This is an optimization exercise on Yosys and OpenROAD, whose aim is a short achievable clock period and few clock cycles per item, not a production implementation.
RTL that was checked went through simulation tests only; none was proved equivalent to the original.
The RTL of runs 2 to 4 was laid out without a check of its function.
Power figures rest on the tool's default switching activity, not on a simulated workload.

==> design.v <==
package cpu16_pkg;
    localparam int WORD_W   = 16;
    localparam int NUM_REGS = 8;
    localparam int REGVAL_W = NUM_REGS * WORD_W;
    localparam int RETIRE_W = 16 + 1 + WORD_W;
    localparam int CAP      = 7;
endpackage
`timescale 1ns/100ps
`timescale 1ns/100ps
import cpu16_pkg::*;
module alu_slice
(
    input  logic [7:0] op,
    input  logic [3:0] a,
    input  logic [3:0] b,
    input  logic       cin,      
    input  logic [3:0] sh,       
    input  logic [3:0] spill,    
    input  logic [3:0] imm,      
    input  logic [3:0] ld,       
    output logic [3:0] res,
    output logic       cout
);
    logic [4:0] add5;
    logic [4:0] sub5;
    logic [3:0] shl4;
    assign add5 = {1'b0, a} + {1'b0, b} + {4'd0, cin};
    assign sub5 = {1'b0, a} + {1'b0, ~b} + {4'd0, cin};
    assign shl4 = spill | ((sh[3:2] == 2'd0) ? (a << sh[1:0]) : 4'h0);
    assign cout = op[1] ? sub5[4] : add5[4];
    assign res = ({4{op[0]}} & add5[3:0])
               | ({4{op[1]}} & sub5[3:0])
               | ({4{op[2]}} & (a & b))
               | ({4{op[3]}} & (a | b))
               | ({4{op[4]}} & (a ^ b))
               | ({4{op[5]}} & shl4)
               | ({4{op[6]}} & imm)
               | ({4{op[7]}} & ld);
endmodule
`timescale 1ns/100ps
module data_mem
(
    input  logic [7:0]  addr,
    output logic [15:0] rdata
);
    logic hit;
    assign hit   = (addr[7:4] == 4'h0);
    assign rdata = hit ? {8'h10, addr[3:0], addr[3:0]} : 16'h0000;
endmodule
`timescale 1ns/100ps
`timescale 1ns/100ps
import cpu16_pkg::*;
module cpu16_backend
(
    input  logic    clk,
    input  logic    reset,
    input  logic    in_valid,
    output logic    in_ready,
    input  logic [15:0] in_instr,
    output logic    retire_valid,
    input  logic    retire_ready,
    output logic [32:0]  retire,
    output logic [REGVAL_W-1:0] regval
);
    logic [3:0]       s_v;
    logic [3:0][15:0] s_ins;
    logic [3:0][7:0]  s_op;
    logic [3:0][3:0]  s_a;
    logic [3:0][3:0]  s_b;
    logic [3:0]       s_cin;
    logic [3:0][3:0]  s_sh;       
    logic [3:0][3:0]  s_spill;    
    logic [3:0]       alow1;      
    logic [7:0]       alow2;
    logic [3:0]       pres1;      
    logic [7:0]       pres2;
    logic [11:0]      pres3;
    logic [3:0]       ldlo1;      
    logic             ldc1;
    logic             hit2;       
    logic             hit3;
    logic [3:0]       wb;
    logic [3:0]       isld;
    logic [3:0][3:0]  res;
    logic [3:0]       cout;
    logic [7:0][3:0]  sr0, sr1, sr2, sr3;
    always_comb begin
        for (int k = 0; k < 4; k++) begin
            wb[k]   = s_v[k] && !s_ins[k][15];
            isld[k] = s_op[k][7];
        end
    end
    logic [4:0]  lo4;
    logic        imm4;
    logic        hit1;
    logic [15:0] ldw;
    assign lo4  = {1'b0, s_a[0]} + {1'b0, s_ins[0][3:0]};
    assign imm4 = s_ins[1][4];
    assign hit1 = (s_a[1] == 4'h0 && !imm4 && !ldc1)
               || (s_a[1] == 4'hf && (imm4 ^ ldc1))
               || (s_a[1] == 4'he && imm4 && ldc1);
    data_mem u_mem (
        .addr  ({hit1 ? 4'h0 : 4'hf, ldlo1}),
        .rdata (ldw)
    );
    alu_slice u_s0 (
        .op (s_op[0]), .a (s_a[0]), .b (s_b[0]), .cin (s_cin[0]),
        .sh (s_b[0]), .spill (4'h0), .imm (s_ins[0][3:0]), .ld (4'h0),
        .res (res[0]), .cout (cout[0])
    );
    alu_slice u_s1 (
        .op (s_op[1]), .a (s_a[1]), .b (s_b[1]), .cin (s_cin[1]),
        .sh (s_sh[1]), .spill (s_spill[1]), .imm (s_ins[1][7:4]), .ld (ldw[7:4]),
        .res (res[1]), .cout (cout[1])
    );
    alu_slice u_s2 (
        .op (s_op[2]), .a (s_a[2]), .b (s_b[2]), .cin (s_cin[2]),
        .sh (s_sh[2]), .spill (s_spill[2]), .imm (4'h0), .ld (4'h0),
        .res (res[2]), .cout (cout[2])
    );
    alu_slice u_s3 (
        .op (s_op[3]), .a (s_a[3]), .b (s_b[3]), .cin (s_cin[3]),
        .sh (s_sh[3]), .spill (s_spill[3]), .imm (4'h0), .ld ({3'b000, hit3}),
        .res (res[3]), .cout (cout[3])
    );
    logic        rdy;
    logic        accept;
    logic        stall;
    logic        w_v;
    logic [15:0] w_instr;
    logic        x_v;
    logic [15:0] x;
    logic [3:0]  xop;
    logic [7:0]  x1h;
    logic [2:0]  xrs1;
    logic [2:0]  xrs2;
    logic        m1a, m1b, m2a, m2b;
    logic [3:0]  iop;
    logic        iuse1;
    logic        iuse2;
    assign in_ready = rdy;
    assign accept   = in_valid && rdy;
    assign iop   = in_instr[15:12];
    assign iuse1 = iop <= 4'd5 || iop == 4'd7;
    assign iuse2 = iop <= 4'd5;
    assign stall = accept && wb[0] && isld[0]
                && ((iuse1 && in_instr[7:5] == s_ins[0][10:8])
                 || (iuse2 && in_instr[4:2] == s_ins[0][10:8]));
    assign x_v  = w_v || (accept && !stall);
    assign x    = w_v ? w_instr : in_instr;
    assign xop  = x[15:12];
    assign xrs1 = x[7:5];
    assign xrs2 = x[4:2];
    always_comb begin
        x1h = '0;
        if (!xop[3])
            x1h[xop[2:0]] = 1'b1;
    end
    assign m1a = wb[0] && !isld[0] && s_ins[0][10:8] == xrs1;
    assign m1b = wb[0] && !isld[0] && s_ins[0][10:8] == xrs2;
    assign m2a = wb[1] && isld[1] && s_ins[1][10:8] == xrs1;
    assign m2b = wb[1] && isld[1] && s_ins[1][10:8] == xrs2;
    always_ff @(posedge clk) begin
        s_ins[0] <= x;
        s_op[0]  <= x1h;
        s_cin[0] <= xop == 4'd1;
        s_a[0]   <= m1a ? res[0] : m2a ? ldw[3:0] : sr0[xrs1];
        s_b[0]   <= m1b ? res[0] : m2b ? ldw[3:0] : sr0[xrs2];
        w_instr  <= in_instr;
    end
    logic [3:1] mka, mkb;
    always_comb begin
        for (int k = 1; k < 4; k++) begin
            mka[k] = wb[k] && s_ins[k][10:8] == s_ins[k-1][7:5];
            mkb[k] = wb[k] && s_ins[k][10:8] == s_ins[k-1][4:2];
        end
    end
    logic [15:0] spill_1;
    logic [15:0] spill_2;
    logic [15:0] spill_3;
    assign spill_1 = {12'h000, s_a[0]} << s_b[0];
    assign spill_2 = {8'h00, s_a[1], alow1} << s_sh[1];
    assign spill_3 = {4'h0, s_a[2], alow2} << s_sh[2];
    always_ff @(posedge clk) begin
        for (int k = 1; k < 4; k++) begin
            s_ins[k] <= s_ins[k-1];
            s_op[k]  <= s_op[k-1];
            s_cin[k] <= cout[k-1];
        end
        s_a[1] <= mka[1] ? res[1] : sr1[s_ins[0][7:5]];
        s_b[1] <= mkb[1] ? res[1] : sr1[s_ins[0][4:2]];
        s_a[2] <= mka[2] ? res[2] : sr2[s_ins[1][7:5]];
        s_b[2] <= mkb[2] ? res[2] : sr2[s_ins[1][4:2]];
        s_a[3] <= mka[3] ? res[3] : sr3[s_ins[2][7:5]];
        s_b[3] <= mkb[3] ? res[3] : sr3[s_ins[2][4:2]];
        s_sh[1] <= s_b[0];
        s_sh[2] <= s_sh[1];
        s_sh[3] <= s_sh[2];
        s_spill[1] <= spill_1[7:4];
        s_spill[2] <= spill_2[11:8];
        s_spill[3] <= spill_3[15:12];
        alow1 <= s_a[0];
        alow2 <= {s_a[1], alow1};
        pres1 <= res[0];
        pres2 <= {res[1], isld[1] ? ldw[3:0] : pres1};
        pres3 <= {res[2], pres2};
        ldlo1 <= lo4[3:0];
        ldc1  <= lo4[4];
        hit2  <= ldw[12];
        hit3  <= hit2;
    end
    always_ff @(posedge clk) begin
        for (int i = 0; i < NUM_REGS; i++) begin
            if (reset) begin
                sr0[i] <= '0;
                sr1[i] <= '0;
                sr2[i] <= '0;
                sr3[i] <= '0;
            end else begin
                if (wb[0] && !isld[0] && s_ins[0][10:8] == 3'(i))
                    sr0[i] <= res[0];
                else if (wb[1] && isld[1] && s_ins[1][10:8] == 3'(i))
                    sr0[i] <= ldw[3:0];
                if (wb[1] && s_ins[1][10:8] == 3'(i))
                    sr1[i] <= res[1];
                if (wb[2] && s_ins[2][10:8] == 3'(i))
                    sr2[i] <= res[2];
                if (wb[3] && s_ins[3][10:8] == 3'(i))
                    sr3[i] <= res[3];
            end
        end
    end
    logic        r_v;
    logic [15:0] r_ins;
    logic [15:0] r_res;
    always_ff @(posedge clk) begin
        r_ins <= s_ins[3];
        r_res <= {res[3], pres3};
    end
    logic [CAP-1:0][15:0] q_instr;
    logic [CAP-1:0]       q_wr;
    logic [CAP-1:0][15:0] q_res;
    logic [CAP-1:0]       qv_r;
    logic [CAP:0]         qv;
    logic                 pop;
    logic                 push;
    logic                 keep0;
    logic [15:0]          h_instr;
    logic                 h_wr;
    logic [15:0]          h_res;
    logic                 h_v;
    logic [NUM_REGS-1:0][15:0] vr;
    logic [NUM_REGS-1:0]  vr_we;
    assign qv    = {1'b0, qv_r};
    assign pop   = qv[0] && retire_ready;
    assign push  = r_v;
    assign keep0 = qv[0] && !retire_ready;
    assign h_v     = qv[1] || push;
    assign h_instr = qv[1] ? q_instr[1] : r_ins;
    assign h_wr    = qv[1] ? q_wr[1]    : !r_ins[15];
    assign h_res   = qv[1] ? q_res[1]   : r_res;
    always_ff @(posedge clk) begin
        for (int k = 1; k < CAP; k++) begin
            if (!(qv[k] && !pop)) begin
                if (k + 1 < CAP && qv[k+1]) begin
                    q_instr[k] <= q_instr[k+1];
                    q_wr[k]    <= q_wr[k+1];
                    q_res[k]   <= q_res[k+1];
                end else begin
                    q_instr[k] <= r_ins;
                    q_wr[k]    <= !r_ins[15];
                    q_res[k]   <= r_res;
                end
            end
        end
    end
    always_ff @(posedge clk) begin
        if (reset) begin
            q_instr[0] <= '0;
            q_wr[0]    <= 1'b0;
            q_res[0]   <= '0;
        end else if (!keep0) begin
            q_instr[0] <= h_instr;
            q_wr[0]    <= h_wr;
            q_res[0]   <= h_res;
        end
    end
    always_comb begin
        for (int i = 0; i < NUM_REGS; i++)
            vr_we[i] = !keep0 && h_v && h_wr && h_instr[10:8] == 3'(i);
    end
    always_ff @(posedge clk) begin
        for (int i = 0; i < NUM_REGS; i++) begin
            if (reset)
                vr[i] <= '0;
            else if (vr_we[i])
                vr[i] <= h_res;
        end
    end
    logic [CAP-1:0] fl;
    logic [CAP:0]   fl_up;
    logic [CAP:0]   fl_dn;
    logic           room;
    assign fl_up = {fl, 1'b1};
    assign fl_dn = {1'b0, 1'b0, fl[CAP-1:1]};
    assign room  = (accept && !pop) ? !fl[CAP-2] : (pop && !accept) ? 1'b1 : !fl[CAP-1];
    always_ff @(posedge clk) begin
        if (reset) begin
            s_v  <= '0;
            w_v  <= 1'b0;
            r_v  <= 1'b0;
            qv_r <= '0;
            fl   <= '0;
            rdy  <= 1'b1;
        end else begin
            s_v  <= {s_v[2:0], x_v};
            w_v  <= stall;
            r_v  <= s_v[3];
            for (int k = 0; k < CAP; k++) begin
                if (pop)
                    qv_r[k] <= qv[k+1] || (push && qv[k]);
                else
                    qv_r[k] <= qv[k] || (push && (k == 0 || qv[k-1]));
            end
            if (accept && !pop)
                fl <= fl_up[CAP-1:0];
            else if (pop && !accept)
                fl <= fl_dn[CAP-1:0];
            rdy  <= room && !stall;
        end
    end
    assign retire_valid = qv[0];
    assign retire       = {q_instr[0], q_wr[0], q_res[0]};
    always_comb begin
        for (int i = 0; i < NUM_REGS; i++)
            regval[i*WORD_W +: WORD_W] = vr[i];
    end
endmodule
==> flow/run.sh <==
#!/bin/bash
# The standard layout, except that synthesis leaves adders to ABC instead of
# mapping them onto the library's half- and full-adder cells.
set -euo pipefail
bash standard.sh ADDER_MAP_FILE= finish > flow.log 2>&1
==> standard.sh <==
#!/bin/bash
# synth_recipe.tcl (not shown) runs the flow's synth.tcl, then flattens the netlist and writes it again
# the make line also repeats each setting of config.mk as NAME=value (left out here)
make -C /OpenROAD-flow-scripts/flow DESIGN_CONFIG=/design/flow/config.mk WORK_HOME=/design/flow/orfs CLKGATE_MAP_FILE= SYNTH_SCRIPT=/design/flow/synth_recipe.tcl "${@:-finish}"
==> config.mk <==
export PLATFORM = sky130hd
export DESIGN_NAME = cpu16_backend
export DESIGN_NICKNAME = cpu16_backend
export VERILOG_FILES = /design/flow/design.v
export SDC_FILE = /design/flow/constraint.sdc
export NUM_CORES = 4
export LEC_CHECK = 0
export ABC_CLOCK_PERIOD_IN_PS = 1000
export CAP_MARGIN = 20
export CORE_MARGIN = 2
export CORE_UTILIZATION = 30
export PLACE_DENSITY = 0.5
export SETUP_SLACK_MARGIN = 3.2
export SLEW_MARGIN = 20
export TNS_END_PERCENT = 100
==> constraint.sdc <==
create_clock -name core_clock -period 5.0 [get_ports {clk}]
set_input_delay 1.0000 -clock core_clock [delete_from_list [all_inputs] [get_ports {clk}]]
set_output_delay 1.0000 -clock core_clock [all_outputs]
set_load 0.01 [all_outputs]
==> results of run 1 <==
==> flip-flops by register name, indices dropped and copies added, names as in the netlist, 16 cells and up <==
| signal | cells |
|---|---|
| q_instr | 112 |
| s_a | 16 |
| sr2 | 32 |
| sr3 | 32 |
| s_b | 16 |
| s_ins | 64 |
| vr | 128 |
| sr1 | 32 |
| r_ins | 16 |
| q_res | 112 |
| sr0 | 32 |
| s_op | 30 |
| r_res | 16 |
| w_instr | 16 |
==> worst min path at each step <==
stage	endpoint	depth (start not counted)
after floorplan	hit3	0
after global placement	r_ins[13]	0
after detailed placement	r_ins[12]	0
after CTS	pres3[4]	0
after global routing	pres3[4]	0
final	pres3[7]	0
==> cell type report <==
| cell class | instances | area (um^2) | share of cell area, % |
|---|---|---|---|
| Clock inverter | 35 | 414 | 0.954 |
| Multi-Input combinational cell | 1684 | 15200 | 34.9 |
| Sequential cell | 753 | 17500 | 40.2 |
| Antenna cell | 1 | 2.50 | 0.00577 |
| Clock buffer | 113 | 2420 | 5.57 |
| Tap cell | 1368 | 1710 | 3.94 |
| Inverter | 63 | 246 | 0.568 |
| Timing Repair Buffer | 550 | 5980 | 13.8 |
==> synth_stat cells (24+ instances only) <==
cell      count
dfxtp_1     555
nor2_1      317
inv_1        62
mux2_2      190
nand2_1     109
buf_2        49
nor3_1       29
buf_4        40
a21oi_1     136
nor2b_1      28
xnor2_1      54
mux2i_1      68
xor2_1       24
mux4_2       65
o21ai_0     114
a211oi_1    246
clkbuf_1    108
edfxtp_1    198
nand2b_1     28
==> through the flow <==
stage               worst slack, ns  area (um^2)  total power [uW]  util, %
floorplan                      2.50        31700              7130        -
global route                   2.80        43400             14300     42.7
finish                         2.85        43400             13800     42.7
CTS                            2.86        41000             13900     40.3
global placement               1.50        34100              7340     33.5
detailed placement             1.51        34100              7360     33.6
==> per-layer routing <==
layer | vias to the layer above | global-route usage [%] | share of wire, %
li1 | 10800 | - | -
met2 | 695 | 28.6 | 49
met4 | 0 | 5.45 | 3.0
met1 | 11600 | 21.6 | 43
met5 | - | 0 | 0
met3 | 193 | 3.29 | 5.5
==> repair_timing <==
| item | in CTS | in global routing |
|---|---|---|
| buffers inserted | 200 | 120 |
| cloned | 24 | 5 |
| setup endpoints to repair | 747 | 500 |
| hold buffers | 0 | 0 |
| resized for setup | 1378 | 367 |
| pin swaps | 147 | 131 |
==> cells by family after synthesis <==
family,Yosys count
DFF,753
adders and majority gates,14
muxes,328
AOI/OAI and AO/OA,654
xor gates and xnor gates,80
buffers and inverters,284
and+or+nand+nor,596
==> power groups by stage <==
stage	sequential (uW)	clock [uW]	combinational [uW]
finish	6630	6340	869
global placement	6770	0	565
floorplan	6650	0	471
global route	6660	6740	917
detailed placement	6780	0	577
CTS	6640	6500	772
==> critical path: cells and delay by family (launching register included) <==
kind | cells | cell delay (ns)
AOI/OAI and AO/OA | 3 | 0.95
DFF | 1 | 0.41
buffers and inverters | 2 | 0.30
muxes | 2 | 0.37
==> impl_metrics.py, run 1 <==
metrics = {
    "clock_tree": {
        "sinks_on_clock_net": 753,
        "cts_htree_levels": 3,
        "cts_tree": "yes",
        "max-clock-path-buffers": 3,
        "cts-root-buf": "clkbuf_16",
        "clkTransAtPathRegs_ns": 0.06,
        "cts-buffers-inserted": 82,
        "insertion_delay_ns": 0.63,
    },
    "finish": {
        "nets": 3154,
        "mostFrequentLayoutCell": "dfxtp_1",
        "final_layout_size_suffix_gt1_share_pct": 51.5,
        "area_growth_syn_to_layout_pct": 41.3,
        "fillers": 9386,
        "mostFrequentLayoutCells": "320 x dfxtp_1, 259 x buf_6, 228 x nor2_1, 209 x buf_4, 198 x edfxtp_1",
        "stdcell_count": 4567,
    },
    "critical_path": {
        "endpoint_of_the_most_critical_register_to_register_path": "sr0[14]",
        "critPathSlowestCell": "dfxtp_4",
        "regToRegStartpoint": "s_b[0]",
        "crit_path_cell_trace": "buf_6, mux2i_2, mux2i_1, a221o_1, a221o_2, buf_12, o311a_1",
        "maximum_fanout_along_the_worst_path": 6,
        "worstSetupStartpointType": "flip-flop",
        "ff2ff_setup_slack_ns": 2.85,
        "rr_worst_depth": 7,
        "worstSetupStartpoint": "s_b[0]",
        "crit_path_end": "sr0[14]",
        "cp_data_arrival_time_ns": 2.67,
        "worst_ep_required_time_ns": 5.52,
        "critPathMaxStageDelay_ns": 0.41,
        "endpoint_kind": "flip-flop",
        "worst_setup_path_type": "flip-flop to flip-flop",
    },
    "power_and_ir_drop": {
        "p_leak_uw": 0.0160,
        "power.internal_uw": 10700,
        "powerDensity_mw_per_mm2": 319,
        "sequentialPowerShare_pct": 47.9,
        "power.ir.vdd_worst_mv": 0.222,
        "total_switching_power_uw": 3180,
        "clock_power_share_pct": 45.8,
        "combinationalPowerShare_pct": 6.3,
        "p_sw_share_pct": 23.0,
    },
    "floorplan": {
        "die_w_um": 324,
        "boundaryPins": 183,
        "dieHeight_um": 324,
        "dieArea_mm2": 0.105,
        "start_util_pct": 30.2,
        "core_box_area_mm2": 0.102,
        "fp-row-count": 117,
    },
    "logic_synthesis": {
        "synthesis.area_per_instance_um2": 11.3,
        "main_combinational_cell_family_by_area_after_synthesis": "compound AO/OA/AOI/OAI gates",
        "mappedNetlistNets": 2729,
        "post-synth-top-area-fraction_pct": 36.2,
        "post_synth_xor_area_fraction_pct": 2.35,
        "synth_enable_flop_cells": 198,
        "yosysSeqAreaShare_pct": 55.5,
        "adder_cell_share_of_the_synthesized_area_pct": 0.469,
        "synth-compound-area-share_pct": 14.3,
        "yosys.area.top_type": "dfxtp_1",
        "synth_area_mm2": 0.0307,
        "synth_simple_gate_area_share_pct": 8.87,
        "ys_dominant_reg_cell": "dfxtp_1",
        "post_synth_num_cell_types": 86,
        "synth_cells": 2709,
        "yosysWarnings": 5,
        "ys_top_cells_by_area": "dfxtp_1 36%, edfxtp_1 19%, mux2_2 7.0%",
        "synth_mux_area_share_pct": 14.2,
        "ys_ff_latch": 753,
        "synth-async-reset-ratio_pct": 0,
    },
    "grt": {
        "grt.total_usage_pct": 16.9,
        "grt_overflow": 0,
        "pin_count_of_the_biggest_net_entering_global_routing": 91,
        "number_of_global_route_vias_before_repair": 22700,
        "grt_antenna_before_repair": 2,
        "grt_first_pass_wirelength_mm": 137,
    },
    "timing": {
        "slew_headroom_pct": 47.0,
        "final.min_clock_period_ns": 2.15,
        "final_worst_hold_slack_ns": 0.324,
        "timing.fmax_mhz": 466,
        "fin_crit_sh_pct": 42.9,
        "sum_of_negative_setup_slack_ns": 0,
        "report.final.slew_viol_count": 0,
        "clk_skew_ns": 0.0229,
        "unrepaired_setup_endpoints_after_global_routing": "yes",
        "measured_slew_at_the_worst_slew_check_pin_ns": 0.791,
        "report.final.setup_viol": 0,
        "timing.final.hold_violations": 0,
    },
    "job": {
        "drv.max_cap_violation_count": 0,
    },
    "placement": {
        "gp_congestion": 0.841,
        "place.port_buffers": 182,
        "dp.cells": 4069,
        "estimated_wirelength_of_the_detail_placed_design_mm": 54.5,
    },
    "hold_path": {
        "hold_class": "flip-flop to flip-flop",
        "worstHoldStart": "pres2[7]",
    },
    "route": {
        "drt_wl_total_mm": 93.8,
        "remaining_drc_errors": 0,
        "first_pass_iters": 6,
        "iteration_0_drc_count_of_the_detailed_router": 1751,
        "post_drt_wl_per_cell_um": 20.5,
        "drt-vias-per-instance": 5.10,
        "route.vias.total": 23300,
        "route.antenna.remaining_nets": 0,
    },
    "status": {
        "outcome": "no timing/DRC/antenna violations",
    },
}
Testbench counts, summed over its fixed seeds: cycles 3,327, instructions 3,200.
==> run 2: changes to the inputs <==
--- a/design.v
+++ b/design.v
@@ -86,2 +86,5 @@
     logic [7:0][3:0]  sr0, sr1, sr2, sr3;
+    logic             r_v;        
+    logic [15:0]      r_ins;
+    logic [15:0]      r_res;
     always_comb begin
@@ -134,4 +137,2 @@
     logic [7:0]  x1h;
-    logic [2:0]  xrs1;
-    logic [2:0]  xrs2;
     logic        m1a, m1b, m2a, m2b;
@@ -151,4 +152,2 @@
     assign xop  = x[15:12];
-    assign xrs1 = x[7:5];
-    assign xrs2 = x[4:2];
     always_comb begin
@@ -158,6 +157,16 @@
     end
-    assign m1a = wb[0] && !isld[0] && s_ins[0][10:8] == xrs1;
-    assign m1b = wb[0] && !isld[0] && s_ins[0][10:8] == xrs2;
-    assign m2a = wb[1] && isld[1] && s_ins[1][10:8] == xrs1;
-    assign m2b = wb[1] && isld[1] && s_ins[1][10:8] == xrs2;
+    logic [3:0] v0_s1;
+    assign v0_s1 = isld[1] ? ldw[3:0] : pres1;
+    logic [3:0] ia, ib, wa, wb0;
+    logic       m2wa, m2wb;
+    assign m1a  = wb[0] && !isld[0] && s_ins[0][10:8] == in_instr[7:5];
+    assign m1b  = wb[0] && !isld[0] && s_ins[0][10:8] == in_instr[4:2];
+    assign m2a  = wb[1] && s_ins[1][10:8] == in_instr[7:5];
+    assign m2b  = wb[1] && s_ins[1][10:8] == in_instr[4:2];
+    assign m2wa = wb[1] && s_ins[1][10:8] == w_instr[7:5];
+    assign m2wb = wb[1] && s_ins[1][10:8] == w_instr[4:2];
+    assign ia  = m1a ? res[0] : m2a ? v0_s1 : sr0[in_instr[7:5]];
+    assign ib  = m1b ? res[0] : m2b ? v0_s1 : sr0[in_instr[4:2]];
+    assign wa  = m2wa ? v0_s1 : sr0[w_instr[7:5]];
+    assign wb0 = m2wb ? v0_s1 : sr0[w_instr[4:2]];
     always_ff @(posedge clk) begin
@@ -166,7 +175,13 @@
         s_cin[0] <= xop == 4'd1;
-        s_a[0]   <= m1a ? res[0] : m2a ? ldw[3:0] : sr0[xrs1];
-        s_b[0]   <= m1b ? res[0] : m2b ? ldw[3:0] : sr0[xrs2];
+        s_a[0]   <= w_v ? wa : ia;
+        s_b[0]   <= w_v ? wb0 : ib;
         w_instr  <= in_instr;
     end
-    logic [3:1] mka, mkb;
+    logic [3:0] wb_n;
+    logic [3:0][2:0] rd_n;
+    logic [3:0][3:0] v_n;
+    logic [3:1] mka, mkb, nka, nkb;
+    assign wb_n = {r_v && !r_ins[15], wb[3:1]};
+    assign rd_n = {r_ins[10:8], s_ins[3][10:8], s_ins[2][10:8], s_ins[1][10:8]};
+    assign v_n  = {r_res[15:12], pres3[11:8], pres2[7:4], v0_s1};
     always_comb begin
@@ -175,2 +190,4 @@
             mkb[k] = wb[k] && s_ins[k][10:8] == s_ins[k-1][4:2];
+            nka[k] = wb_n[k] && rd_n[k] == s_ins[k-1][7:5];
+            nkb[k] = wb_n[k] && rd_n[k] == s_ins[k-1][4:2];
         end
@@ -189,8 +206,8 @@
         end
-        s_a[1] <= mka[1] ? res[1] : sr1[s_ins[0][7:5]];
-        s_b[1] <= mkb[1] ? res[1] : sr1[s_ins[0][4:2]];
-        s_a[2] <= mka[2] ? res[2] : sr2[s_ins[1][7:5]];
-        s_b[2] <= mkb[2] ? res[2] : sr2[s_ins[1][4:2]];
-        s_a[3] <= mka[3] ? res[3] : sr3[s_ins[2][7:5]];
-        s_b[3] <= mkb[3] ? res[3] : sr3[s_ins[2][4:2]];
+        s_a[1] <= mka[1] ? res[1] : nka[1] ? v_n[1] : sr1[s_ins[0][7:5]];
+        s_b[1] <= mkb[1] ? res[1] : nkb[1] ? v_n[1] : sr1[s_ins[0][4:2]];
+        s_a[2] <= mka[2] ? res[2] : nka[2] ? v_n[2] : sr2[s_ins[1][7:5]];
+        s_b[2] <= mkb[2] ? res[2] : nkb[2] ? v_n[2] : sr2[s_ins[1][4:2]];
+        s_a[3] <= mka[3] ? res[3] : nka[3] ? v_n[3] : sr3[s_ins[2][7:5]];
+        s_b[3] <= mkb[3] ? res[3] : nkb[3] ? v_n[3] : sr3[s_ins[2][4:2]];
         s_sh[1] <= s_b[0];
@@ -204,3 +221,3 @@
         pres1 <= res[0];
-        pres2 <= {res[1], isld[1] ? ldw[3:0] : pres1};
+        pres2 <= {res[1], v0_s1};
         pres3 <= {res[2], pres2};
@@ -219,12 +236,10 @@
             end else begin
-                if (wb[0] && !isld[0] && s_ins[0][10:8] == 3'(i))
-                    sr0[i] <= res[0];
-                else if (wb[1] && isld[1] && s_ins[1][10:8] == 3'(i))
-                    sr0[i] <= ldw[3:0];
-                if (wb[1] && s_ins[1][10:8] == 3'(i))
-                    sr1[i] <= res[1];
-                if (wb[2] && s_ins[2][10:8] == 3'(i))
-                    sr2[i] <= res[2];
-                if (wb[3] && s_ins[3][10:8] == 3'(i))
-                    sr3[i] <= res[3];
+                if (wb_n[0] && rd_n[0] == 3'(i))
+                    sr0[i] <= v_n[0];
+                if (wb_n[1] && rd_n[1] == 3'(i))
+                    sr1[i] <= v_n[1];
+                if (wb_n[2] && rd_n[2] == 3'(i))
+                    sr2[i] <= v_n[2];
+                if (wb_n[3] && rd_n[3] == 3'(i))
+                    sr3[i] <= v_n[3];
             end
@@ -232,5 +247,2 @@
     end
-    logic        r_v;
-    logic [15:0] r_ins;
-    logic [15:0] r_res;
     always_ff @(posedge clk) begin
==> impl_metrics.py, run 2 <==
metrics = {
    "floorplan": {
        "start_util_pct": 30.1,
        "dieHeight_um": 326,
        "die_w_um": 326,
        "fp-row-count": 118,
        "dieArea_mm2": 0.106,
        "core_box_area_mm2": 0.103,
        "boundaryPins": 183,
    },
    "logic_synthesis": {
        "post-synth-top-area-fraction_pct": 35.7,
        "ys_top_cells_by_area": "dfxtp_1 36%, edfxtp_1 19%, mux2_2 6.4%",
        "synth_area_mm2": 0.0311,
        "ys_ff_latch": 753,
        "yosys.area.top_type": "dfxtp_1",
        "post-synth-top-count-cell": "dfxtp_1",
        "yosysWarnings": 5,
        "top_cells_by_instance_count_after_synthesis": "555 x dfxtp_1, 374 x nor2_1, 198 x edfxtp_1, 194 x a211oi_1, 180 x mux2i_1",
        "synth_cells": 2692,
        "mappedNetlistNets": 2712,
        "synthesis.area_per_instance_um2": 11.6,
        "synth_enable_flop_cells": 198,
        "post_synth_num_cell_types": 74,
        "ys_dominant_reg_cell": "dfxtp_1",
        "yosysSeqAreaShare_pct": 54.8,
        "synth-async-reset-ratio_pct": 0,
    },
    "finish": {
        "largest_reg_flops": 128,
        "area_growth_syn_to_layout_pct": 35.3,
        "nets": 3047,
        "largest-register": "vr",
        "mostFrequentLayoutCells": "326 x dfxtp_1, 295 x nor2_1, 239 x buf_6, 198 x edfxtp_1, 195 x dfxtp_2",
        "n_antenna_cell": 0,
        "final_layout_size_suffix_gt1_share_pct": 46.7,
        "stdcell_count": 4477,
        "fillers": 9529,
        "mostFrequentLayoutCell": "dfxtp_1",
        "biggestRegsByFlops": "vr (128), q_instr (112), q_res (112)",
    },
    "timing": {
        "report.final.slew_viol_count": 0,
        "report.final.setup_viol": 0,
        "unrepaired_setup_endpoints_after_global_routing": "yes",
        "fin_crit_sh_pct": 42.9,
        "measured_slew_at_the_worst_slew_check_pin_ns": 1.37,
        "timing.fmax_mhz": 466,
        "clk_skew_ns": 0.0286,
        "final.min_clock_period_ns": 2.15,
        "sum_of_negative_setup_slack_ns": 0,
        "slew_headroom_pct": 8.92,
        "timing.final.hold_violations": 0,
    },
    "clock_tree": {
        "cts_tree": "yes",
        "clkTransAtPathRegs_ns": 0.06,
        "cts-buffers-inserted": 82,
        "cts_htree_levels": 3,
        "cts-root-buf": "clkbuf_16",
        "sinks_on_clock_net": 753,
        "max-clock-path-buffers": 3,
        "ctsHoldBuffers": 0,
        "insertion_delay_ns": 0.65,
    },
    "hold_path": {
        "whs_path_cells": 0,
        "hold_class": "flip-flop to flip-flop",
        "worst_hold_path.endpoint": "r_res[6]",
        "worstHoldStart": "pres3[6]",
    },
    "route": {
        "post_drt_wl_per_cell_um": 19.6,
        "remaining_drc_errors": 0,
        "first_pass_iters": 5,
        "drt_wl_total_mm": 87.8,
        "drt-vias-per-instance": 4.98,
        "route.vias.total": 22300,
        "iteration_0_drc_count_of_the_detailed_router": 1515,
        "route.antenna.remaining_nets": 0,
    },
    "critical_path": {
        "endpoint_of_the_most_critical_register_to_register_path": "s_b[3]",
        "endpoint_kind": "output port",
        "cp_data_arrival_time_ns": 1.15,
        "worst_ep_required_time_ns": 4.00,
        "timing.critical_path.buf_inv": 1,
        "worst_setup_path_type": "flip-flop to output port",
        "worstSetupStartpointType": "flip-flop",
        "regToRegStartpoint": "s_ins[20]",
        "rr_worst_depth": 7,
        "ff2ff_setup_slack_ns": 2.86,
        "critPathSlowestCell": "dfxtp_2",
        "crit_path_cell_trace": "buf_6",
        "critPathMaxStageDelay_ns": 0.38,
        "critical-path-top-delay-family": "flip-flops",
        "maximum_fanout_along_the_worst_path": 2,
    },
    "placement": {
        "place.port_buffers": 182,
        "estimated_wirelength_of_the_detail_placed_design_mm": 54.2,
        "gp_congestion": 0.830,
        "dp.cells": 4059,
    },
    "status": {
        "outcome": "no timing/DRC/antenna violations",
    },
    "power_and_ir_drop": {
        "p_leak_uw": 0.0159,
        "power.ir.vdd_worst_mv": 0.242,
        "powerDensity_mw_per_mm2": 325,
    },
    "grt": {
        "pin_count_of_the_biggest_net_entering_global_routing": 176,
        "grt.total_usage_pct": 15.9,
        "grt_antenna_before_repair": 0,
        "grt_overflow": 0,
        "number_of_global_route_vias_before_repair": 22400,
        "grt_first_pass_wirelength_mm": 134,
    },
    "job": {
        "drv.max_cap_violation_count": 0,
    },
}
==> run 2: worst max path at each step <==
| stage | from | endpoint | cells past startpoint |
|---|---|---|---|
| 6_report | vr[4] | regval[4] | 1 |
| 5_1_grt | s_a[0] | s_a[3] | 8 |
| 4_1_cts | vr[14] | regval[14] | 1 |
| 3_5_place_dp | in_instr[5] | s_a[2] | 7 |
| 3_3_place_gp | in_instr[5] | s_a[2] | 7 |
| 2_1_floorplan | in_instr[2] | s_b[0] | 7 |
==> run 2: worst register-to-register path, stage by stage (launching register included) <==
cell and delay [ns]:
dfxtp_4 0.35, or4_4 0.54, o31ai_4 0.29, buf_12 0.17, a31oi_4 0.16, mux2i_1 0.27
a22oi_1 0.17, o31ai_4 0.09
==> run 2: per-layer routing <==
metal  GRT usage, %  wire [um]  vias up
met4           5.41       2520        0
met2           27.2      43200      598
met1           20.4      38200    11100
met3           2.51       3880      161
met5              0          0        -
li1               -          -    10500
==> run 2: cells by family (layout without fill, tap and decap cells) <==
kind of cell / Yosys count / in the layout / synth area share, %
buffers and inverters: 276 / 668 / 4.00
DFF: 753 / 753 / 54.8
and+or+nand+nor: 634 / 647 / 8.92
AOI/OAI and AO/OA: 464 / 464 / 10.3
muxes: 442 / 442 / 18.4
adders and majority gates: 21 / 21 / 0.704
xor gates and xnor gates: 102 / 102 / 2.87
==> run 2: final cells by class <==
class,count,area [um^2],area share (%)
Sequential cell,753,17400,41.4
Multi-Input combinational cell,1676,14900,35.4
Timing Repair Buffer,464,4880,11.6
Clock buffer,119,2440,5.79
Tap cell,1380,1730,4.10
Clock inverter,35,522,1.24
Inverter,50,191,0.455
==> run 2: power by group <==
group	internal, uW	switching, uW	leakage, uW
Combinational	269	305	0.00756
Clock	3940	2580	0.00145
Sequential	6410	180	0.00687
Total	10600	3070	0.0159
==> run 2: metrics by stage <==
stage | power [uW] | cell area [um^2] | utilization, % | hold WS (ns) | setup slack, ns
after detailed placement | 7190 | 34200 | 33.1 | 0.312 | 1.38
after floorplan | 7000 | 31600 | - | 0.310 | 2.67
after global placement | 7180 | 34200 | 33.1 | 0.313 | 1.37
after CTS | 13800 | 40600 | 39.3 | 0.323 | 2.81
final | 13700 | 42100 | 40.8 | 0.325 | 2.85
after global routing | 14100 | 42100 | 40.8 | 0.328 | 2.80
==> run 2: repair_timing <==
action | in CTS | in global routing
hold endpoints to repair | 0 | 0
endpoints found under the setup margin | 735 | 415
gates cloned | 21 | 1
gates resized for setup | 1374 | 245
pin swaps | 107 | 105
setup buffers | 171 | 71
==> run 3: changes to the inputs <==
--- a/config.mk
+++ b/config.mk
@@ -10,4 +10,4 @@
 export CORE_MARGIN = 2
-export CORE_UTILIZATION = 30
-export PLACE_DENSITY = 0.5
+export CORE_UTILIZATION = 55
+export PLACE_DENSITY = 0.72
 export SETUP_SLACK_MARGIN = 3.2
==> impl_metrics.py, run 3 <==
metrics = {
    "status": {
        "outcome": "no timing/DRC/antenna violations",
    },
    "floorplan": {
        "core_box_area_mm2": 0.0562,
        "die_w_um": 242,
        "dieHeight_um": 242,
        "fp-row-count": 87,
        "boundaryPins": 183,
        "dieArea_mm2": 0.0585,
        "start_util_pct": 55.4,
    },
    "critical_path": {
        "cp.depth": 12,
        "timing.critical_path.buf_inv": 5,
        "cp_data_arrival_time_ns": 2.90,
        "worst_setup_path_type": "flip-flop to flip-flop",
        "endpoint_kind": "flip-flop",
        "crit_path_cell_trace": "nor2b_4, buf_6, nand2_8, o21ai_4, buf_12, nand2_8, buf_6, nor2_4, buf_12, buf_16, nor2_1, a211oi_2",
        "critical-path-top-delay-family": "buffers and inverters",
        "critPathMaxStageDelay_ns": 0.46,
        "worst_ep_required_time_ns": 5.46,
        "worstSetupStartpointType": "flip-flop",
        "critPathSlowestCell": "a211oi_2",
        "rr_worst_depth": 12,
        "maximum_fanout_along_the_worst_path": 7,
    },
    "finish": {
        "biggestRegsByFlops": "vr (128), q_instr (112), q_res (112)",
        "largest-register": "vr",
        "final_layout_size_suffix_gt1_share_pct": 45.8,
        "mostFrequentLayoutCells": "331 x dfxtp_1, 298 x nor2_1, 220 x buf_6, 198 x edfxtp_1, 188 x dfxtp_2",
        "area_growth_syn_to_layout_pct": 31.2,
        "stdcell_count": 3823,
        "nets": 3028,
        "mostFrequentLayoutCell": "dfxtp_1",
        "largest_reg_flops": 128,
    },
    "power_and_ir_drop": {
        "power.internal_uw": 9970,
        "p_sw_share_pct": 22.6,
        "clock_power_share_pct": 44.1,
        "total_switching_power_uw": 2910,
        "totalPowerFinal_uw": 12900,
        "sequentialPowerShare_pct": 51.3,
        "power.ir.vdd_worst_mv": 0.342,
        "powerDensity_mw_per_mm2": 316,
        "p_leak_uw": 0.0156,
        "combinationalPowerShare_pct": 4.5,
    },
    "clock_tree": {
        "cts_tree": "yes",
        "clkTransAtPathRegs_ns": 0.07,
        "insertion_delay_ns": 0.63,
        "sinks_on_clock_net": 753,
        "cts_htree_levels": 3,
        "cts-root-buf": "clkbuf_16",
        "cts-buffers-inserted": 74,
        "max-clock-path-buffers": 3,
    },
    "logic_synthesis": {
        "ys_top_cells_by_area": "dfxtp_1 36%, edfxtp_1 19%, mux2_2 6.4%",
        "ys_dominant_reg_cell": "dfxtp_1",
        "ys_ff_latch": 753,
        "mappedNetlistNets": 2712,
        "synth_area_mm2": 0.0311,
        "yosysSeqAreaShare_pct": 54.8,
        "synth_enable_flop_cells": 198,
        "synth_cells": 2692,
        "yosysWarnings": 5,
        "post-synth-top-count-cell": "dfxtp_1",
        "post-synth-top-area-fraction_pct": 35.7,
        "synth-async-reset-ratio_pct": 0,
        "top_cells_by_instance_count_after_synthesis": "555 x dfxtp_1, 374 x nor2_1, 198 x edfxtp_1, 194 x a211oi_1, 180 x mux2i_1",
        "synthesis.area_per_instance_um2": 11.6,
        "post_synth_num_cell_types": 74,
        "yosys.area.top_type": "dfxtp_1",
    },
    "timing": {
        "clk_skew_ns": 0.0328,
        "unrepaired_setup_endpoints_after_global_routing": "yes",
        "report.final.setup_viol": 0,
        "slew_headroom_pct": 28.1,
        "timing.fmax_mhz": 410,
        "timing.final.hold_violations": 0,
        "fin_crit_sh_pct": 48.8,
        "final.min_clock_period_ns": 2.44,
        "report.final.slew_viol_count": 0,
        "sum_of_negative_setup_slack_ns": 0,
        "measured_slew_at_the_worst_slew_check_pin_ns": 1.08,
    },
    "grt": {
        "grt_util_met1_pct": 34.1,
        "grt_util_met3_pct": 3.94,
        "pin_count_of_the_biggest_net_entering_global_routing": 143,
        "grt_first_pass_wirelength_mm": 130,
        "global_route.usage.met2_pct": 49.5,
        "grt.total_usage_pct": 28.0,
        "grt_antenna_before_repair": 1,
        "top_usage_layer": "met2",
        "number_of_global_route_vias_before_repair": 23000,
        "grt_overflow": 0,
    },
    "placement": {
        "gp_congestion": 0.863,
        "estimated_wirelength_of_the_detail_placed_design_mm": 49.6,
        "dp.cells": 3428,
        "place.port_buffers": 182,
    },
    "job": {
        "drv.max_cap_violation_count": 0,
    },
    "route": {
        "drt-vias-per-instance": 6.17,
        "route.antenna.remaining_nets": 0,
        "post_drt_wl_per_cell_um": 24.7,
        "first_pass_iters": 7,
        "remaining_drc_errors": 0,
        "drt_wl_total_mm": 94.4,
        "route.vias.total": 23600,
        "iteration_0_drc_count_of_the_detailed_router": 1900,
    },
    "hold_path": {
        "hold_class": "flip-flop to flip-flop",
        "whs_path_cells": 0,
    },
}
[run 3: cell counts after synthesis]
No cell type changed its count.
[run 3: power groups by stage]
| stage | clock network [uW] | logic, uW | registers (uW) |
|---|---|---|---|
| 6_report | 5690 | 581 | 6610 |
| 5_1_grt | 5990 | 611 | 6630 |
| 3_5_place_dp | 0 | 428 | 6750 |
| 2_1_floorplan | 0 | 388 | 6610 |
| 4_1_cts | 5690 | 514 | 6610 |
| 3_3_place_gp | 0 | 415 | 6730 |
[run 3: timing repair]
item                       4_1_cts  5_1_grt
hold buffers                     0        0
pin swaps                       82       93
buffers inserted               145       91
resized for setup             1280      285
setup endpoints to repair      740      435
cloned                          21        3
[run 3: cells by family (layout without fill, tap and decap cells)]
kind of cell	Yosys count	count (layout)	share of synthesized area [%]
AO/OA/AOI/OAI	464	465	10.3
XOR/XNOR	102	102	2.87
adder cells (fa/ha/maj)	21	21	0.704
buffers and inverters	276	635	4.00
flip-flops	753	753	54.8
multiplexers	442	442	18.4
other	0	1	0
AND/OR/NAND/NOR	634	648	8.92
[run 3: final cells by class]
class,instances,area [um^2]
sequential,753,17400
fill,3439,15400
multi-input combinational,1678,14900
inverter,50,196
antenna,1,2.50
timing repair buffer,451,4890
tap,756,946
clock inverter,25,304
clock buffer,109,2170
[run 3: routing by layer]
metal  vias up  routed length, um
li1      10400                  -
met1     11700              35400
met2      1135              46200
met3       370               6650
met4         2               6070
met5         -                 13
[run 3: through the flow]
step                      util, %  setup WS, ns  instance area [um^2]  hold slack, ns
after floorplan                 -          2.67                 31600           0.310
after global placement       59.4          1.47                 33300           0.311
after CTS                    69.1          2.86                 38800           0.318
final                        72.7          2.56                 40800           0.309
after detailed placement     59.4          1.43                 33300           0.312
after global routing         72.6          2.55                 40800           0.330
[run 3: worst paths after layout]
| kind | start | to | slack [ns] |
|---|---|---|---|
| max reg2reg | r_v | vr[84] | 2.56 |
| max | r_v | vr[84] | 2.56 |
| min reg2reg | s_ins[49] | r_ins[1] | 0.31 |
| min | s_ins[49] | r_ins[1] | 0.31 |
[run 3: worst reg2reg max path: stages, from the launching register on]
cell,delay [ns]
dfxtp_4,0.36
nor2b_4,0.22
buf_6,0.15
nand2_8,0.05
o21ai_4,0.18
buf_12,0.14
nand2_8,0.07
buf_6,0.14
nor2_4,0.18
buf_12,0.13
buf_16,0.12
nor2_1,0.10
a211oi_2,0.46
==> run 4: changes to the inputs <==
--- a/config.mk
+++ b/config.mk
@@ -10,4 +10,4 @@
 export CORE_MARGIN = 2
-export CORE_UTILIZATION = 55
-export PLACE_DENSITY = 0.72
+export CORE_UTILIZATION = 45
+export PLACE_DENSITY = 0.62
 export SETUP_SLACK_MARGIN = 3.2
==> impl_metrics.py, run 4 <==
metrics = {
    "status": {
        "outcome": "no timing/DRC/antenna violations",
    },
    "finish": {
        "mostFrequentLayoutCells": "324 x dfxtp_1, 286 x nor2_1, 210 x buf_6, 198 x dfxtp_2, 198 x edfxtp_1",
        "final_layout_size_suffix_gt1_share_pct": 46.7,
        "nets": 3029,
        "mostFrequentLayoutCell": "dfxtp_1",
        "area_growth_syn_to_layout_pct": 32.1,
        "largest-register": "vr",
        "largest_reg_flops": 128,
        "biggestRegsByFlops": "vr (128), q_instr (112), q_res (112)",
        "layout_utilization_pct": 60.0,
        "n_antenna_cell": 0,
    },
    "critical_path": {
        "maximum_fanout_along_the_worst_path": 2,
        "cp_data_arrival_time_ns": 1.13,
        "regToRegStartpoint": "r_v",
        "crit_path_cell_trace": "buf_6",
        "worst_ep_required_time_ns": 4.00,
        "timing.critical_path.buf_inv": 1,
        "worstSetupStartpointType": "flip-flop",
        "worstSetupStartpoint": "vr[84]",
        "endpoint_kind": "output port",
        "critPathMaxStageDelay_ns": 0.39,
        "critical-path-top-delay-family": "flip-flops",
        "critPathSlowestCell": "dfxtp_2",
        "worst_setup_path_type": "flip-flop to output port",
    },
    "route": {
        "m1WireLength_mm": 35.5,
        "remaining_drc_errors": 0,
        "route.antenna.remaining_nets": 0,
        "drt-vias-per-instance": 5.77,
        "wl_met2_mm": 44.1,
        "route.vias.total": 22800,
        "post_drt_wl_per_cell_um": 22.5,
        "drt_wl_total_mm": 88.9,
        "iteration_0_drc_count_of_the_detailed_router": 1816,
        "maxUsedRoutingLayer": "met4",
        "first_pass_iters": 5,
        "route.met3.wl_mm": 4.84,
    },
    "timing": {
        "sum_of_negative_setup_slack_ns": 0,
        "unrepaired_setup_endpoints_after_global_routing": "yes",
        "fin_crit_sh_pct": 42.6,
        "report.final.slew_viol_count": 0,
        "clk_skew_ns": 0.0283,
        "timing.fmax_mhz": 469,
        "measured_slew_at_the_worst_slew_check_pin_ns": 1.21,
        "timing.final.hold_violations": 0,
        "slew_headroom_pct": 17.8,
        "report.final.setup_viol": 0,
        "final.min_clock_period_ns": 2.13,
    },
    "logic_synthesis": {
        "ys_dominant_reg_cell": "dfxtp_1",
        "yosysSeqAreaShare_pct": 54.8,
        "synth_area_mm2": 0.0311,
        "post_synth_xor_area_fraction_pct": 2.87,
        "adder_cell_share_of_the_synthesized_area_pct": 0.704,
        "synth_enable_flop_cells": 198,
        "synth_simple_gate_area_share_pct": 8.92,
        "ys_top_cells_by_area": "dfxtp_1 36%, edfxtp_1 19%, mux2_2 6.4%",
        "synth_mux_area_share_pct": 18.4,
        "post-synth-top-area-fraction_pct": 35.7,
        "yosys.area.top_type": "dfxtp_1",
        "mappedNetlistNets": 2712,
        "synth-compound-area-share_pct": 10.3,
        "synthesis.area_per_instance_um2": 11.6,
        "post-synth-top-count-cell": "dfxtp_1",
        "yosysWarnings": 5,
        "top_cells_by_instance_count_after_synthesis": "555 x dfxtp_1, 374 x nor2_1, 198 x edfxtp_1, 194 x a211oi_1, 180 x mux2i_1",
        "main_combinational_cell_family_by_area_after_synthesis": "multiplexers",
        "synth_cells": 2692,
        "ys_ff_latch": 753,
        "synth-async-reset-ratio_pct": 0,
        "post_synth_num_cell_types": 74,
    },
    "floorplan": {
        "boundaryPins": 183,
        "dieHeight_um": 267,
        "core_box_area_mm2": 0.0685,
        "dieArea_mm2": 0.0712,
        "die_w_um": 267,
        "start_util_pct": 45.4,
        "fp-row-count": 96,
    },
    "clock_tree": {
        "cts-buffers-inserted": 78,
        "max-clock-path-buffers": 3,
        "insertion_delay_ns": 0.63,
        "sinks_on_clock_net": 753,
        "cts-root-buf": "clkbuf_16",
        "ctsHoldBuffers": 0,
        "cts_htree_levels": 3,
        "clkTransAtPathRegs_ns": 0.06,
        "cts_tree": "yes",
    },
    "power_and_ir_drop": {
        "powerDensity_mw_per_mm2": 318,
        "p_leak_uw": 0.0157,
        "power.ir.vdd_worst_mv": 0.242,
    },
    "hold_path": {
        "hold_class": "flip-flop to flip-flop",
        "worstHoldStart": "pres3[0]",
    },
    "placement": {
        "estimated_wirelength_of_the_detail_placed_design_mm": 51.2,
        "place.port_buffers": 182,
        "gp_congestion": 0.908,
    },
    "grt": {
        "grt.total_usage_pct": 23.2,
        "grt_overflow": 0,
        "number_of_global_route_vias_before_repair": 22300,
        "grt_first_pass_wirelength_mm": 129,
        "pin_count_of_the_biggest_net_entering_global_routing": 133,
        "grt_antenna_before_repair": 0,
    },
    "job": {
        "drv.max_cap_violation_count": 0,
    },
}
## run 4: cell counts after synthesis
Identical to the previous run, type by type.
## run 4: final cells by class
| class | instances | area (um^2) |
|---|---|---|
| clock inverters | 25 | 233 |
| multi-input cells | 1671 | 14800 |
| repair buffers | 455 | 4880 |
| flip-flops and latches | 753 | 17400 |
| inverters | 50 | 196 |
| well taps | 882 | 1100 |
| fillers | 5241 | 27400 |
| clock buffers | 118 | 2400 |
## run 4: final timing paths
check             slack [ns]         end  cells past startpoint
setup / recovery        2.87  regval[84]                      1
hold / removal          0.32    r_res[0]                      0
setup reg to reg        2.88      vr[27]                     10
hold reg to reg         0.32    r_res[0]                      0
## run 4: cell families (layout without fill, tap and decap cells)
kind of cell | Yosys count | after routing
flops | 753 | 753
xor+xnor | 102 | 102
fa+ha+maj | 21 | 21
simple gates | 634 | 642
compound gates | 464 | 464
buf+inv | 276 | 648
mux | 442 | 442
## run 4: worst register-to-register path, cell delays in order (launching register included)
cell	delay, ns
dfxtp_4	0.35
nor2b_4	0.23
and2b_2	0.19
nor2b_4	0.18
o21ai_4	0.07
buf_12	0.13
buf_12	0.13
nor2_4	0.15
clkbuf_16	0.19
nor2_1	0.06
a211oi_1	0.32
## run 4: power breakdown
part           total (uW)  internal, uW  switching [uW]
registers            6600          6410             188
logic                 574           274             300
clock network        5900          3480            2420
## run 4: what timing repair did
action / CTS / global route
cloned: 19 / 4
buffers inserted: 148 / 78
setup endpoints to repair: 736 / 467
resized for setup: 1320 / 269
pin swaps: 99 / 85
## run 4: routing by layer
layer  global-route usage, %  up-vias
met3                    3.69      254
met2                    40.0      810
met4                    10.3        0
li1                        -    10400
met5                       0        -
met1                    28.7    11300
## run 4: through the flow
step	worst slack (ns)	area (um^2)	instances	power [uW]	hold slack, ns
global route	2.84	41100	3954	13500	0.327
detailed placement	1.62	33600	3562	7180	0.312
finish	2.87	41100	3954	13100	0.325
floorplan	2.67	31600	2692	7000	0.310
CTS	2.86	39400	3872	13100	0.325
global placement	1.60	33600	3562	7160	0.311
==> run 5: changes to the inputs <==
--- a/design.v
+++ b/design.v
@@ -78,3 +78,3 @@
     logic [3:0]       ldlo1;      
-    logic             ldc1;
+    logic [2:0]       ldk1;       
     logic             hit2;       
@@ -89,2 +89,3 @@
     logic [15:0]      r_res;
+    logic [7:0]       r_we;       
     always_comb begin
@@ -100,6 +101,6 @@
     assign lo4  = {1'b0, s_a[0]} + {1'b0, s_ins[0][3:0]};
-    assign imm4 = s_ins[1][4];
-    assign hit1 = (s_a[1] == 4'h0 && !imm4 && !ldc1)
-               || (s_a[1] == 4'hf && (imm4 ^ ldc1))
-               || (s_a[1] == 4'he && imm4 && ldc1);
+    assign imm4 = s_ins[0][4];
+    assign hit1 = (s_a[1] == 4'h0 && ldk1[0])
+               || (s_a[1] == 4'hf && ldk1[1])
+               || (s_a[1] == 4'he && ldk1[2]);
     data_mem u_mem (
@@ -224,3 +225,3 @@
         ldlo1 <= lo4[3:0];
-        ldc1  <= lo4[4];
+        ldk1  <= {imm4 && lo4[4], imm4 ^ lo4[4], !imm4 && !lo4[4]};
         hit2  <= ldw[12];
@@ -250,2 +251,4 @@
         r_res <= {res[3], pres3};
+        for (int i = 0; i < NUM_REGS; i++)
+            r_we[i] <= !reset && wb[3] && s_ins[3][10:8] == 3'(i);
     end
@@ -254,2 +257,3 @@
     logic [CAP-1:0][15:0] q_res;
+    logic [CAP-1:0][7:0]  q_we;
     logic [CAP-1:0]       qv_r;
@@ -280,2 +284,3 @@
                     q_res[k]   <= q_res[k+1];
+                    q_we[k]    <= q_we[k+1];
                 end else begin
@@ -284,2 +289,3 @@
                     q_res[k]   <= r_res;
+                    q_we[k]    <= r_we;
                 end
@@ -299,6 +305,3 @@
     end
-    always_comb begin
-        for (int i = 0; i < NUM_REGS; i++)
-            vr_we[i] = !keep0 && h_v && h_wr && h_instr[10:8] == 3'(i);
-    end
+    assign vr_we = {NUM_REGS{!keep0}} & (qv[1] ? q_we[1] : r_we);
     always_ff @(posedge clk) begin
==> impl_metrics.py, run 5 <==
metrics = {
    "status": {
        "outcome": "no timing/DRC/antenna violations",
    },
    "grt": {
        "grt_antenna_before_repair": 0,
        "pin_count_of_the_biggest_net_entering_global_routing": 141,
        "global_route.usage.met2_pct": 37.0,
        "grt_first_pass_wirelength_mm": 131,
        "number_of_global_route_vias_before_repair": 22900,
        "top_usage_layer": "met2",
        "grt_overflow": 0,
        "grt_util_met3_pct": 3.00,
        "grt.total_usage_pct": 21.2,
        "grt_util_met1_pct": 26.7,
    },
    "route": {
        "route.antenna.remaining_nets": 0,
        "iteration_0_drc_count_of_the_detailed_router": 1554,
        "drt_wl_total_mm": 84.1,
        "remaining_drc_errors": 0,
        "drt-vias-per-instance": 5.58,
        "route.vias.total": 23000,
        "post_drt_wl_per_cell_um": 20.4,
        "first_pass_iters": 5,
    },
    "clock_tree": {
        "cts-root-buf": "clkbuf_16",
        "sinks_on_clock_net": 811,
        "cts_tree": "yes",
        "ctsHoldBuffers": 0,
        "cts_htree_levels": 3,
        "cts-buffers-inserted": 85,
        "clkTransAtPathRegs_ns": 0.06,
        "insertion_delay_ns": 0.65,
        "max-clock-path-buffers": 3,
    },
    "finish": {
        "area_growth_syn_to_layout_pct": 25.6,
        "mostFrequentLayoutCell": "nor2_1",
        "mostFrequentLayoutCells": "345 x nor2_1, 333 x dfxtp_1, 246 x edfxtp_1, 223 x mux2_2, 203 x dfxtp_2",
        "biggestRegsByFlops": "vr (128), q_instr (112), q_res (112)",
        "largest_reg_flops": 128,
        "nets": 3101,
        "n_antenna_cell": 0,
        "final_layout_size_suffix_gt1_share_pct": 39.4,
        "largest-register": "vr",
    },
    "critical_path": {
        "worst_ep_required_time_ns": 5.48,
        "cp_data_arrival_time_ns": 2.66,
        "maximum_fanout_along_the_worst_path": 3,
        "regToRegStartpoint": "s_a[8]",
        "endpoint_kind": "flip-flop",
        "endpoint_of_the_most_critical_register_to_register_path": "s_b[11]",
        "worstSetupStartpointType": "flip-flop",
        "worst_setup_path_type": "flip-flop to flip-flop",
        "ff2ff_setup_slack_ns": 2.83,
        "crit_path_end": "s_b[11]",
        "worstSetupStartpoint": "s_a[8]",
        "rr_worst_depth": 6,
    },
    "timing": {
        "timing.final.hold_violations": 0,
        "sum_of_negative_setup_slack_ns": 0,
        "unrepaired_setup_endpoints_after_global_routing": "yes",
        "clk_skew_ns": 0.0353,
        "report.final.setup_viol": 0,
        "report.final.slew_viol_count": 0,
        "timing.fmax_mhz": 460,
        "measured_slew_at_the_worst_slew_check_pin_ns": 0.745,
        "fin_crit_sh_pct": 43.5,
        "slew_headroom_pct": 49.9,
        "final.min_clock_period_ns": 2.17,
    },
    "logic_synthesis": {
        "synth-async-reset-ratio_pct": 0,
        "synth_area_mm2": 0.0335,
        "post-synth-top-count-cell": "dfxtp_1",
        "synthesis.area_per_instance_um2": 11.8,
        "synth_enable_flop_cells": 246,
        "post-synth-top-area-fraction_pct": 33.8,
        "yosys.area.top_type": "dfxtp_1",
        "synth_cells": 2826,
        "ys_ff_latch": 811,
        "ys_dominant_reg_cell": "dfxtp_1",
        "yosysWarnings": 6,
        "mappedNetlistNets": 2846,
        "top_cells_by_instance_count_after_synthesis": "565 x dfxtp_1, 364 x nor2_1, 246 x edfxtp_1, 227 x mux2_2, 197 x a211oi_1",
        "post_synth_num_cell_types": 77,
        "yosysSeqAreaShare_pct": 55.8,
        "ys_top_cells_by_area": "dfxtp_1 34%, edfxtp_1 22%, mux2_2 7.6%",
    },
    "floorplan": {
        "start_util_pct": 45.2,
        "die_w_um": 277,
        "boundaryPins": 183,
        "fp-row-count": 100,
        "dieArea_mm2": 0.0766,
        "dieHeight_um": 277,
        "core_box_area_mm2": 0.0741,
    },
    "job": {
        "drv.max_cap_violation_count": 0,
    },
    "power_and_ir_drop": {
        "total_switching_power_uw": 3100,
        "clock_power_share_pct": 46.6,
        "sequentialPowerShare_pct": 49.9,
        "powerDensity_mw_per_mm2": 339,
        "combinationalPowerShare_pct": 3.5,
        "totalPowerFinal_uw": 14300,
        "p_sw_share_pct": 21.8,
        "power.internal_uw": 11200,
        "p_leak_uw": 0.0161,
        "power.ir.vdd_worst_mv": 0.290,
    },
    "placement": {
        "estimated_wirelength_of_the_detail_placed_design_mm": 53.4,
        "gp_congestion": 0.882,
        "place.port_buffers": 182,
    },
    "hold_path": {
        "hold_class": "flip-flop to flip-flop",
        "worstHoldStart": "pres3[6]",
    },
}
[run 5: cells by family (layout without fill, tap and decap cells)]
group / Yosys count / count (layout) / synth area share (%)
flops: 811 / 811 / 55.8
simple gates: 641 / 650 / 8.46
mux: 505 / 505 / 19.1
compound gates: 469 / 470 / 9.73
buf+inv: 284 / 600 / 3.71
xor+xnor: 99 / 99 / 2.63
fa+ha+maj: 17 / 17 / 0.534
[run 5: worst min path at each step]
stage	endpoint	slack (ns)	cells after the start
CTS	s_ins[43]	0.32	0
detailed placement	r_ins[11]	0.31	0
floorplan	hit3	0.31	0
global route	r_res[6]	0.33	0
finish	r_res[6]	0.32	0
global placement	r_ins[11]	0.31	0
[run 5: worst max-delay path: stages (launching register included)]
cell and delay (ns):
dfxtp_4 0.34, maj3_2 0.31, maj3_2 0.32, maj3_2 0.34
xnor2_2 0.17, a2111oi_4 0.42, o21bai_1 0.13
[run 5: power by group through the flow]
stage / Combinational [uW] / Sequential [uW] / Clock, uW
after floorplan: 376 / 7130 / 0
after global placement: 409 / 7260 / 0
after detailed placement: 419 / 7270 / 0
after CTS: 466 / 7120 / 6770
after global routing: 527 / 7140 / 7030
final: 494 / 7120 / 6650
[run 5: cell type report]
class                      instances  area, um^2
clock inverter                    37         424
tap                              969        1210
clock buffer                     121        2610
multi-input combinational       1741       14600
timing repair buffer             393        3950
inverter                          49         188
sequential                       811       19100
fill                            5941       32000
[run 5: metal layers]
metal / up-vias / routed length, um
li1: 10800 / -
met2: 703 / 42000
met3: 204 / 3750
met4: 0 / 3110
met1: 11300 / 35300
met5: - / 0
[run 5: stage by stage]
stage | instances | hold slack, ns | cell area (um^2) | setup WS, ns | utilization, %
finish | 4121 | 0.323 | 42100 | 2.83 | 56.8
global route | 4121 | 0.327 | 42100 | 2.75 | 56.8
CTS | 4040 | 0.323 | 40900 | 2.74 | 55.3
detailed placement | 3772 | 0.312 | 36000 | 1.48 | 48.5
global placement | 3771 | 0.310 | 35900 | 1.52 | 48.5
floorplan | 2826 | 0.310 | 33800 | 2.65 | -
[run 5: what timing repair did]
item | in CTS | in global routing
setup endpoints to repair | 882 | 415
cloned | 11 | 2
resized for setup | 1181 | 124
buffers inserted | 99 | 79
pin swaps | 34 | 43
Testbench counts of run 5, summed over its fixed seeds: cycles 3,327, instructions 3,200.
==> run 6: changes to the inputs <==
--- a/config.mk
+++ b/config.mk
@@ -10,4 +10,5 @@
 export CORE_MARGIN = 2
-export CORE_UTILIZATION = 45
-export PLACE_DENSITY = 0.62
+export CORE_UTILIZATION = 30
+export CTS_BUF_LIST = sky130_fd_sc_hd__clkbuf_8
+export PLACE_DENSITY = 0.5
 export SETUP_SLACK_MARGIN = 3.2
==> impl_metrics.py, run 6 <==
metrics = {
    "floorplan": {
        "core_box_area_mm2": 0.111,
        "die_w_um": 338,
        "dieHeight_um": 338,
        "start_util_pct": 30.3,
        "dieArea_mm2": 0.114,
        "fp-row-count": 122,
        "boundaryPins": 183,
    },
    "logic_synthesis": {
        "yosysSeqAreaShare_pct": 55.8,
        "synth_cells": 2826,
        "post-synth-top-count-cell": "dfxtp_1",
        "post-synth-top-area-fraction_pct": 33.8,
        "yosys.area.top_type": "dfxtp_1",
        "top_cells_by_instance_count_after_synthesis": "565 x dfxtp_1, 364 x nor2_1, 246 x edfxtp_1, 227 x mux2_2, 197 x a211oi_1",
        "post_synth_num_cell_types": 77,
        "ys_ff_latch": 811,
        "ys_top_cells_by_area": "dfxtp_1 34%, edfxtp_1 22%, mux2_2 7.6%",
        "mappedNetlistNets": 2846,
        "synth-async-reset-ratio_pct": 0,
        "synth_enable_flop_cells": 246,
        "synthesis.area_per_instance_um2": 11.8,
        "ys_dominant_reg_cell": "dfxtp_1",
        "synth_area_mm2": 0.0335,
        "yosysWarnings": 6,
    },
    "finish": {
        "area_growth_syn_to_layout_pct": 27.8,
        "fillers": 10700,
        "largest-register": "vr",
        "multi_input_comb_area_mm2": 0.0148,
        "largest_reg_flops": 128,
        "biggestRegsByFlops": "vr (128), q_instr (112), q_res (112)",
        "nets": 3169,
        "seqCellArea_mm2": 0.0191,
        "final_layout_size_suffix_gt1_share_pct": 41.1,
        "mostFrequentLayoutCell": "nor2_1",
        "mostFrequentLayoutCells": "338 x nor2_1, 328 x dfxtp_1, 246 x edfxtp_1, 221 x mux2_2, 204 x dfxtp_2",
    },
    "timing": {
        "final.min_clock_period_ns": 2.26,
        "unrepaired_setup_endpoints_after_global_routing": "yes",
        "report.final.setup_viol": 0,
        "timing.final.hold_violations": 0,
        "measured_slew_at_the_worst_slew_check_pin_ns": 1.01,
        "slew_headroom_pct": 32.5,
        "report.final.slew_viol_count": 0,
        "clk_skew_ns": 0.0397,
        "fin_crit_sh_pct": 45.1,
        "timing.fmax_mhz": 443,
        "sum_of_negative_setup_slack_ns": 0,
    },
    "critical_path": {
        "critPathMaxStageDelay_ns": 0.36,
        "endpoint_kind": "output port",
        "crit_path_cell_trace": "buf_6",
        "regToRegStartpoint": "s_b[8]",
        "maximum_fanout_along_the_worst_path": 2,
        "rr_worst_depth": 6,
        "worst_setup_path_type": "flip-flop to output port",
        "cp_data_arrival_time_ns": 1.26,
        "endpoint_of_the_most_critical_register_to_register_path": "s_a[11]",
        "critPathSlowestCell": "dfxtp_4",
        "worst_ep_required_time_ns": 4.00,
        "ff2ff_setup_slack_ns": 2.89,
        "worstSetupStartpointType": "flip-flop",
        "critical-path-top-delay-family": "flip-flops",
        "timing.critical_path.buf_inv": 1,
    },
    "clock_tree": {
        "insertion_delay_ns": 0.79,
        "cts_tree": "yes",
        "max-clock-path-buffers": 3,
        "cts_htree_levels": 4,
        "cts-buffers-inserted": 140,
        "cts-root-buf": "clkbuf_8",
        "sinks_on_clock_net": 811,
        "clkTransAtPathRegs_ns": 0.06,
    },
    "job": {
        "drv.max_cap_violation_count": 0,
    },
    "grt": {
        "grt_antenna_before_repair": 3,
        "grt_first_pass_wirelength_mm": 137,
        "pin_count_of_the_biggest_net_entering_global_routing": 136,
        "grt.total_usage_pct": 15.1,
        "number_of_global_route_vias_before_repair": 22800,
        "grt_overflow": 0,
    },
    "status": {
        "outcome": "no timing/DRC/antenna violations",
    },
    "route": {
        "iteration_0_drc_count_of_the_detailed_router": 1208,
        "wl_met2_mm": 43.3,
        "route.met3.wl_mm": 3.35,
        "m1WireLength_mm": 40.2,
        "drt-vias-per-instance": 4.82,
        "route.antenna.remaining_nets": 0,
        "drt_wl_total_mm": 89.1,
        "route.vias.total": 22800,
        "maxUsedRoutingLayer": "met4",
        "first_pass_iters": 5,
        "remaining_drc_errors": 0,
        "post_drt_wl_per_cell_um": 18.8,
    },
    "power_and_ir_drop": {
        "powerDensity_mw_per_mm2": 317,
        "p_leak_uw": 0.0163,
        "power.internal_uw": 10400,
        "total_switching_power_uw": 3160,
        "sequentialPowerShare_pct": 52.6,
        "power.ir.vdd_worst_mv": 0.209,
        "clock_power_share_pct": 43.7,
        "p_sw_share_pct": 23.3,
        "totalPowerFinal_uw": 13600,
        "combinationalPowerShare_pct": 3.8,
    },
    "hold_path": {
        "worstHoldStart": "s_ins[29]",
        "whs_path_cells": 0,
        "worst_hold_path.endpoint": "s_ins[45]",
        "hold_class": "flip-flop to flip-flop",
    },
    "placement": {
        "gp_congestion": 0.786,
        "estimated_wirelength_of_the_detail_placed_design_mm": 56.0,
        "place.port_buffers": 182,
    },
}
[run 6: layout make-up]
type,count,area share [%]
Timing Repair Buffer,407,9.65
Inverter,49,0.444
Sequential cell,811,44.6
Tap cell,1488,4.35
Clock inverter,77,1.06
Clock buffer,168,5.40
Multi-Input combinational cell,1740,34.5
Antenna cell,1,0.00585
[run 6: kinds of logic after synthesis]
group | synth area share [%]
adders and majority gates | 0.534
xor gates and xnor gates | 2.63
buffers and inverters | 3.71
and+or+nand+nor | 8.46
AOI/OAI and AO/OA | 9.73
muxes | 19.1
DFF | 55.8
[run 6: through the flow]
step                      area, um^2  hold WS [ns]  setup slack, ns  cells  util, %
after floorplan                33800         0.310             2.65   2826        -
after global placement         36600         0.311             1.50   4295     33.1
after detailed placement       36700         0.312             1.53   4297     33.1
after CTS                      41300         0.326             2.65   4644     37.3
after global routing           42800         0.331             2.67   4741     38.7
final                          42800         0.324             2.74   4741     38.7
[run 6: what timing repair did]
item,4_1_cts,5_1_grt
pin swaps,53,100
buffers inserted,92,94
endpoints found under the setup margin,894,454
hold buffers,0,0
resized for setup,1208,172
gates cloned,10,2
[run 6: power groups by stage]
stage               clock (uW)  combinational (uW)  sequential (uW)
floorplan                    0                 376             7130
CTS                       6120                 465             7130
detailed placement           0                 428             7270
finish                    5920                 512             7120
global placement             0                 426             7270
global route              6420                 549             7150
[run 6: worst max path at each step]
stage,start,end,slack (ns),depth (start not counted)
after floorplan,in_instr[3],s_b[3],2.65,7
after global placement,in_instr[3],s_b[3],1.50,7
after detailed placement,in_instr[3],s_b[3],1.53,7
after CTS,q_res[0],retire[0],2.65,1
after global routing,q_res[0],retire[0],2.67,1
final,q_res[0],retire[0],2.74,1
[run 6: routing by layer]
| metal | GRT usage [%] | vias up |
|---|---|---|
| met1 | 19.3 | 11200 |
| met2 | 25.3 | 493 |
| met4 | 5.50 | 0 |
| met3 | 2.84 | 158 |
| met5 | 0 | - |
| li1 | - | 11000 |

## afterwards: timing with drivers on the ports
Ports are ideal in the flow. The routed layouts listed here were re-timed in OpenROAD. Step 1, drivers: a clkbuf_16 drives clk and a buf_2 each remaining input, both assumed. Step 2 times the ports against the registers' clock, not the clock port: input delays grow and output delays shrink by t, the midpoint of the rising clock arrivals with the driver on. Three values: ideal, step 1, step 2; two values: the first two.
| run | t, ns | slack for setup (ns) |
|---|---|---|
| run 1 | 0.689 | 2.855 / 2.814 / 2.281 |
| run 2 | 0.706 | 2.853 / 2.784 / 2.243 |
| run 3 | 0.679 | 2.559 / 2.559 / 1.967 |
| run 4 | 0.669 | 2.869 / 2.810 / 2.260 |
| run 5 | 0.693 | 2.826 / 2.822 / 2.463 |
| run 6 | 0.827 | 2.744 / 2.681 / 2.301 |
After both steps setup and hold are still met in every run listed.
